Background: an optimization exercise with open tools, aiming at small area. Do not read the settings as production practice. The RTL was checked by simulation tests, not by an equivalence proof against the original design. No activity file was given, so power comes from the tool's default toggle rates.

==> run a: inputs <==
==> flow/design.v <==
module reg_file_mp #(
    parameter int N    = 32,
    parameter int NREG = 16,
    parameter int NRD  = 4,
    parameter int NWR  = 4,
    parameter int AW   = 4
) (
    input  logic              clk,
    input  logic              rst,
    input  logic [NRD*AW-1:0] rd_addr,
    output logic [NRD*N-1:0]  rd_data,
    output logic [NRD-1:0]    rd_busy,
    input  logic [NWR-1:0]    wr_en,
    input  logic [NWR*AW-1:0] wr_addr,
    input  logic [NWR*N-1:0]  wr_data,
    input  logic              rsv_en,
    input  logic [AW-1:0]     rsv_addr,
    input  logic              pc_write,
    input  logic [N-1:0]      pc_update,
    output logic [N-1:0]      pc,
    input  logic              cpsr_write,
    input  logic [N-1:0]      cpsr_update,
    output logic [N-1:0]      cpsr
);
    logic [NREG-2:0][N-1:0]   regs;
    logic [N-1:0]             r15;
    logic [NREG-1:0][N-1:0]   cur, nxt;
    logic [NREG-2:0]          valid;
    logic [NREG-1:0]          busy, nxt_busy, hold, vmask;
    logic [NREG-1:0][NWR-1:0] win;
    logic [NRD*AW-1:0]        rd_addr_q;
    logic [NRD-1:0][NREG-1:0] rsel;
    logic [N-1:0]             nxt_cpsr;
    assign cur = {r15, regs};
    always_comb begin
        for (int r = 0; r < NREG; r++) begin
            logic [NWR-1:0] hit;
            logic           p;
            for (int j = 0; j < NWR; j++)
                hit[j] = wr_en[j] && (wr_addr[j*AW +: AW] == AW'(r));
            p = (r == NREG-1) && pc_write;
            for (int j = 0; j < NWR; j++) begin
                win[r][j] = hit[j] && !p;
                for (int k = j + 1; k < NWR; k++)
                    if (hit[k]) win[r][j] = 1'b0;
            end
            hold[r]     = !(|hit) && !p;
            nxt_busy[r] = (busy[r] && hold[r]) || (rsv_en && rsv_addr == AW'(r));
        end
    end
    for (genvar r = 0; r < NREG; r++) begin : g_w
        for (genvar b = 0; b < N; b++) begin : g_b
            if (r == NREG-1) begin : g_pc
                rf_wsel6 u (.q(cur[r][b]), .hold(hold[r]), .w(win[r]), .p(pc_write),
                            .d({wr_data[3*N+b], wr_data[2*N+b], wr_data[N+b], wr_data[b]}),
                            .pd(pc_update[b]), .y(nxt[r][b]));
            end else begin : g_n
                rf_wsel5 u (.q(cur[r][b]), .hold(hold[r]), .w(win[r]),
                            .d({wr_data[3*N+b], wr_data[2*N+b], wr_data[N+b], wr_data[b]}),
                            .y(nxt[r][b]));
            end
        end
    end
    for (genvar b = 0; b < N; b++) begin : g_c
        rf_mux2 u (.s(cpsr_write), .a(cpsr[b]), .b(cpsr_update[b]), .y(nxt_cpsr[b]));
    end
    always_ff @(posedge clk) begin
        regs      <= nxt[NREG-2:0];
        rd_addr_q <= rd_addr;
    end
    always_ff @(posedge clk or posedge rst) begin
        if (rst) begin
            r15   <= '0;
            valid <= '0;
            busy  <= '0;
            cpsr  <= '0;
        end else begin
            r15   <= nxt[NREG-1];
            valid <= valid | ~hold[NREG-2:0];
            busy  <= nxt_busy;
            cpsr  <= nxt_cpsr;
        end
    end
    assign vmask = {1'b1, valid};
    always_comb begin
        for (int i = 0; i < NRD; i++) begin
            for (int r = 0; r < NREG; r++)
                rsel[i][r] = (rd_addr_q[i*AW +: AW] == AW'(r)) && vmask[r];
            rd_busy[i] = busy[rd_addr_q[i*AW +: AW]];
        end
    end
    for (genvar i = 0; i < NRD; i++) begin : g_r
        for (genvar b = 0; b < N; b++) begin : g_b
            logic [NREG-1:0] col;
            for (genvar r = 0; r < NREG; r++) begin : g_c
                assign col[r] = cur[r][b];
            end
            rf_rsel16 u (.s(rsel[i]), .d(col), .y(rd_data[i*N+b]));
        end
    end
    assign pc = r15;
endmodule
module rf_wsel5 (
    input  logic       q,
    input  logic       hold,
    input  logic [3:0] w,
    input  logic [3:0] d,
    output logic       y
);
    assign y = (hold & q) | (w[0] & d[0]) | (w[1] & d[1]) | (w[2] & d[2]) | (w[3] & d[3]);
endmodule
module rf_wsel6 (
    input  logic       q,
    input  logic       hold,
    input  logic [3:0] w,
    input  logic       p,
    input  logic [3:0] d,
    input  logic       pd,
    output logic       y
);
    logic n0, n1;
    rf_ao222n u0 (.a({hold, w[0], w[1]}), .b({q, d[0], d[1]}), .y(n0));
    rf_ao222n u1 (.a({w[2], w[3], p}), .b({d[2], d[3], pd}), .y(n1));
    rf_nand2  u2 (.a(n0), .b(n1), .y(y));
endmodule
module rf_rsel16 (
    input  logic [15:0] s,
    input  logic [15:0] d,
    output logic        y
);
    logic [5:0] n;
    logic       o0, o1;
    for (genvar k = 0; k < 5; k++) begin : g_k
        rf_ao222n u (.a(s[3*k +: 3]), .b(d[3*k +: 3]), .y(n[k]));
    end
    rf_nand2 u5 (.a(s[15]), .b(d[15]), .y(n[5]));
    rf_nand3 u6 (.a(n[2:0]), .y(o0));
    rf_nand3 u7 (.a(n[5:3]), .y(o1));
    rf_or2   u8 (.a(o0), .b(o1), .y(y));
endmodule
module rf_ao222n (
    input  logic [2:0] a,
    input  logic [2:0] b,
    output logic       y
);
    assign y = ~|(a & b);
endmodule
module rf_nand2 (
    input  logic a,
    input  logic b,
    output logic y
);
    assign y = ~(a & b);
endmodule
module rf_nand3 (
    input  logic [2:0] a,
    output logic       y
);
    assign y = ~&a;
endmodule
module rf_or2 (
    input  logic a,
    input  logic b,
    output logic y
);
    assign y = a | b;
endmodule
module rf_mux2 (
    input  logic s,
    input  logic a,
    input  logic b,
    output logic y
);
    assign y = s ? b : a;
endmodule
==> flow/run.sh <==
#!/bin/bash
# synth_recipe.tcl (not shown) runs the flow's synth.tcl, then flattens the netlist and writes it again
# the make line also repeats each setting of config.mk as NAME=value (left out here)
make -C /OpenROAD-flow-scripts/flow DESIGN_CONFIG=/design/flow/config.mk WORK_HOME=/design/flow/orfs CLKGATE_MAP_FILE= SYNTH_SCRIPT=/design/flow/synth_recipe.tcl finish
==> flow/config.mk <==
export PLATFORM = sky130hd
export DESIGN_NAME = reg_file_mp
export DESIGN_NICKNAME = reg_file_mp
export VERILOG_FILES = /design/flow/design.v
export SDC_FILE = /design/flow/constraint.sdc
export NUM_CORES = 4
export LEC_CHECK = 0
export CAP_MARGIN = 20
export CORE_MARGIN = 2
export CORE_UTILIZATION = 20
export PLACE_DENSITY = 0.3
export SLEW_MARGIN = 20
export SYNTH_HIERARCHICAL = 1
export SYNTH_MINIMUM_KEEP_SIZE = 0
==> flow/constraint.sdc <==
create_clock -name core_clock -period 6.0 [get_ports {clk}]
set_input_delay 1.2000 -clock core_clock [delete_from_list [all_inputs] [get_ports {clk}]]
set_output_delay 1.2000 -clock core_clock [all_outputs]
set_load 0.01 [all_outputs]
==> inputs of run b, as changes to run a <==
==> flow/design.v (replaced) <==
module reg_file_mp #(
    parameter int N    = 32,
    parameter int NREG = 16,
    parameter int NRD  = 4,
    parameter int NWR  = 4,
    parameter int AW   = 4
) (
    input  logic              clk,
    input  logic              rst,
    input  logic [NRD*AW-1:0] rd_addr,
    output logic [NRD*N-1:0]  rd_data,
    output logic [NRD-1:0]    rd_busy,
    input  logic [NWR-1:0]    wr_en,
    input  logic [NWR*AW-1:0] wr_addr,
    input  logic [NWR*N-1:0]  wr_data,
    input  logic              rsv_en,
    input  logic [AW-1:0]     rsv_addr,
    input  logic              pc_write,
    input  logic [N-1:0]      pc_update,
    output logic [N-1:0]      pc,
    input  logic              cpsr_write,
    input  logic [N-1:0]      cpsr_update,
    output logic [N-1:0]      cpsr
);
    logic [NREG-1:0][N-1:0] regs;
    logic [NREG-1:0][N-1:0] nxt_regs;
    logic [NREG-1:0] busy, nxt_busy;
    function automatic logic ok(input logic [AW-1:0] a);
        ok = ({1'b0, a} < (AW+1)'(NREG));
    endfunction
    always_comb begin
        nxt_regs = regs;
        nxt_busy = busy;
        for (int j = 0; j < NWR; j++) begin
            if (wr_en[j] && ok(wr_addr[j*AW +: AW])) begin
                nxt_regs[wr_addr[j*AW +: AW]] = wr_data[j*N +: N];
                nxt_busy[wr_addr[j*AW +: AW]] = 1'b0;
            end
        end
        if (pc_write) begin
            nxt_regs[NREG-1] = pc_update;
            nxt_busy[NREG-1] = 1'b0;
        end
        if (rsv_en && ok(rsv_addr))
            nxt_busy[rsv_addr] = 1'b1;
    end
    always_ff @(posedge clk or posedge rst) begin
        if (rst) begin
            regs    <= '0;
            busy    <= '0;
            cpsr    <= '0;
            rd_data <= '0;
            rd_busy <= '0;
        end else begin
            regs <= nxt_regs;
            busy <= nxt_busy;
            if (cpsr_write)
                cpsr <= cpsr_update;
            for (int i = 0; i < NRD; i++) begin
                rd_data[i*N +: N] <= ok(rd_addr[i*AW +: AW]) ? nxt_regs[rd_addr[i*AW +: AW]] : '0;
                rd_busy[i]        <= ok(rd_addr[i*AW +: AW]) && nxt_busy[rd_addr[i*AW +: AW]];
            end
        end
    end
    assign pc = regs[NREG-1];
endmodule
--- a/flow/config.mk
+++ b/flow/config.mk
@@ -12,3 +12 @@
 export SLEW_MARGIN = 20
-export SYNTH_HIERARCHICAL = 1
-export SYNTH_MINIMUM_KEEP_SIZE = 0
==> inputs of run c, as changes to run a <==
--- a/flow/design.v
+++ b/flow/design.v
@@ -63,5 +63,3 @@
     end
-    for (genvar b = 0; b < N; b++) begin : g_c
-        rf_mux2 u (.s(cpsr_write), .a(cpsr[b]), .b(cpsr_update[b]), .y(nxt_cpsr[b]));
-    end
+    assign nxt_cpsr = cpsr_write ? cpsr_update : cpsr;
     always_ff @(posedge clk) begin
@@ -131,3 +129,3 @@
     logic [5:0] n;
-    logic       o0, o1;
+    logic       o0;
     for (genvar k = 0; k < 5; k++) begin : g_k
@@ -136,5 +134,4 @@
     rf_nand2 u5 (.a(s[15]), .b(d[15]), .y(n[5]));
-    rf_nand3 u6 (.a(n[2:0]), .y(o0));
-    rf_nand3 u7 (.a(n[5:3]), .y(o1));
-    rf_or2   u8 (.a(o0), .b(o1), .y(y));
+    rf_and3  u6 (.a(n[2:0]), .y(o0));
+    rf_nand4 u7 (.a({o0, n[5:3]}), .y(y));
 endmodule
@@ -154,4 +151,10 @@
 endmodule
-module rf_nand3 (
+module rf_and3 (
     input  logic [2:0] a,
+    output logic       y
+);
+    assign y = &a;
+endmodule
+module rf_nand4 (
+    input  logic [3:0] a,
     output logic       y
@@ -160,16 +163 @@
 endmodule
-module rf_or2 (
-    input  logic a,
-    input  logic b,
-    output logic y
-);
-    assign y = a | b;
-endmodule
-module rf_mux2 (
-    input  logic s,
-    input  logic a,
-    input  logic b,
-    output logic y
-);
-    assign y = s ? b : a;
-endmodule
==> flow/flow/run.sh (new file) <==
#!/bin/bash
# The standard layout, with the smallest buffer on the ports instead of the
# delay cell buffer_ports would pick by default.
set -o pipefail
export BUFFER_PORTS_ARGS="-buffer_cell sky130_fd_sc_hd__buf_1"
bash standard.sh > standard.log 2>&1
==> flow/standard.sh (new file) <==
#!/bin/bash
# synth_recipe.tcl (not shown) runs the flow's synth.tcl, then flattens the netlist and writes it again
# the make line also repeats each setting of config.mk as NAME=value (left out here)
make -C /OpenROAD-flow-scripts/flow DESIGN_CONFIG=/design/flow/config.mk WORK_HOME=/design/flow/orfs CLKGATE_MAP_FILE= SYNTH_SCRIPT=/design/flow/synth_recipe.tcl "${@:-finish}"
--- a/flow/config.mk
+++ b/flow/config.mk
@@ -9,4 +9,7 @@
 export CORE_MARGIN = 2
-export CORE_UTILIZATION = 20
-export PLACE_DENSITY = 0.3
+export CORE_UTILIZATION = 25
+export CTS_BUF_LIST = sky130_fd_sc_hd__clkbuf_4 sky130_fd_sc_hd__clkbuf_8
+export CTS_CLUSTER_DIAMETER = 60
+export CTS_CLUSTER_SIZE = 16
+export PLACE_DENSITY = 0.35
 export SLEW_MARGIN = 20
removed: flow/run.sh
==> qor summary <==
Outcome: run c complete, no violations; run b complete, no violations; run a complete, no violations
Launch instance of the worst register-to-register path: run c r15[10]; run b regs[56]; run a r15[21]
Vias in the first global route: run c 45.9k; run b 75.2k; run a 47.6k
Combinational group share of total power: run c 25.1%; run b 57.1%; run a 27.0%
Clock Buffer Count: run c 121; run b 146; run a 141
Clk Latency, worst-skew pair: run c 860 ps; run b 910 ps; run a 720 ps
Initial core utilization: run c 25.2%; run b 20.1%; run a 20.1%
Warnings, synthesis: run c 7; run b 1; run a 7
TritonCTS buffer count: run c 98; run b 111; run a 86
Filler Cell Count: run c 14.5k; run b 31.1k; run a 18.8k
Max VDD drop: run c 151 uV; run b 290 uV; run a 214 uV
GRT Overall Usage: run c 41.6%; run b 49.2%; run a 37.3%
Comb group: run c 3630 uW; run b 19600 uW; run a 4300 uW
Share of the synthesized area in the top cell type: run c 34.1%; run b 29.9%; run a 33.5%

## what the ideal ports hide
The results above use ideal ports. As a check the final layouts listed here were re-extracted and re-timed, cells and wires unchanged.
Step 1, drivers: a clkbuf_16 drives clk and a buf_2 each remaining input, both assumed.
Step 2 moves the port delays by t, midway between the first and last clock arrival at a register: inputs arrive t later, outputs are due t later. That takes back most of the time a late clock gives input paths.
Three values: no drivers, after step 1, after step 2; two values: the first two.
run | t (ns) | setup slack, ns | worst setup path at the end | latest minus earliest clock arrival (ns) | worst data-port slew with drivers (ns)
run a | 0.793 | 0.482 / 0.398 / 1.192 | register to output | 0.039 / 0.039 | 0.16
run b | 0.988 | 0.189 / 0.267 / -0.721 | input to register | 0.102 / 0.101 | 0.08
run c | 0.922 | 0.779 / 0.699 / 1.622 | register to output | 0.062 / 0.063 | 0.20
With both steps, setup timing fails in run b, where it was met with ideal ports. For run b, which loses most, drivers alone change the setup slack by +0.078 ns; drivers and shift together by -0.910 ns.
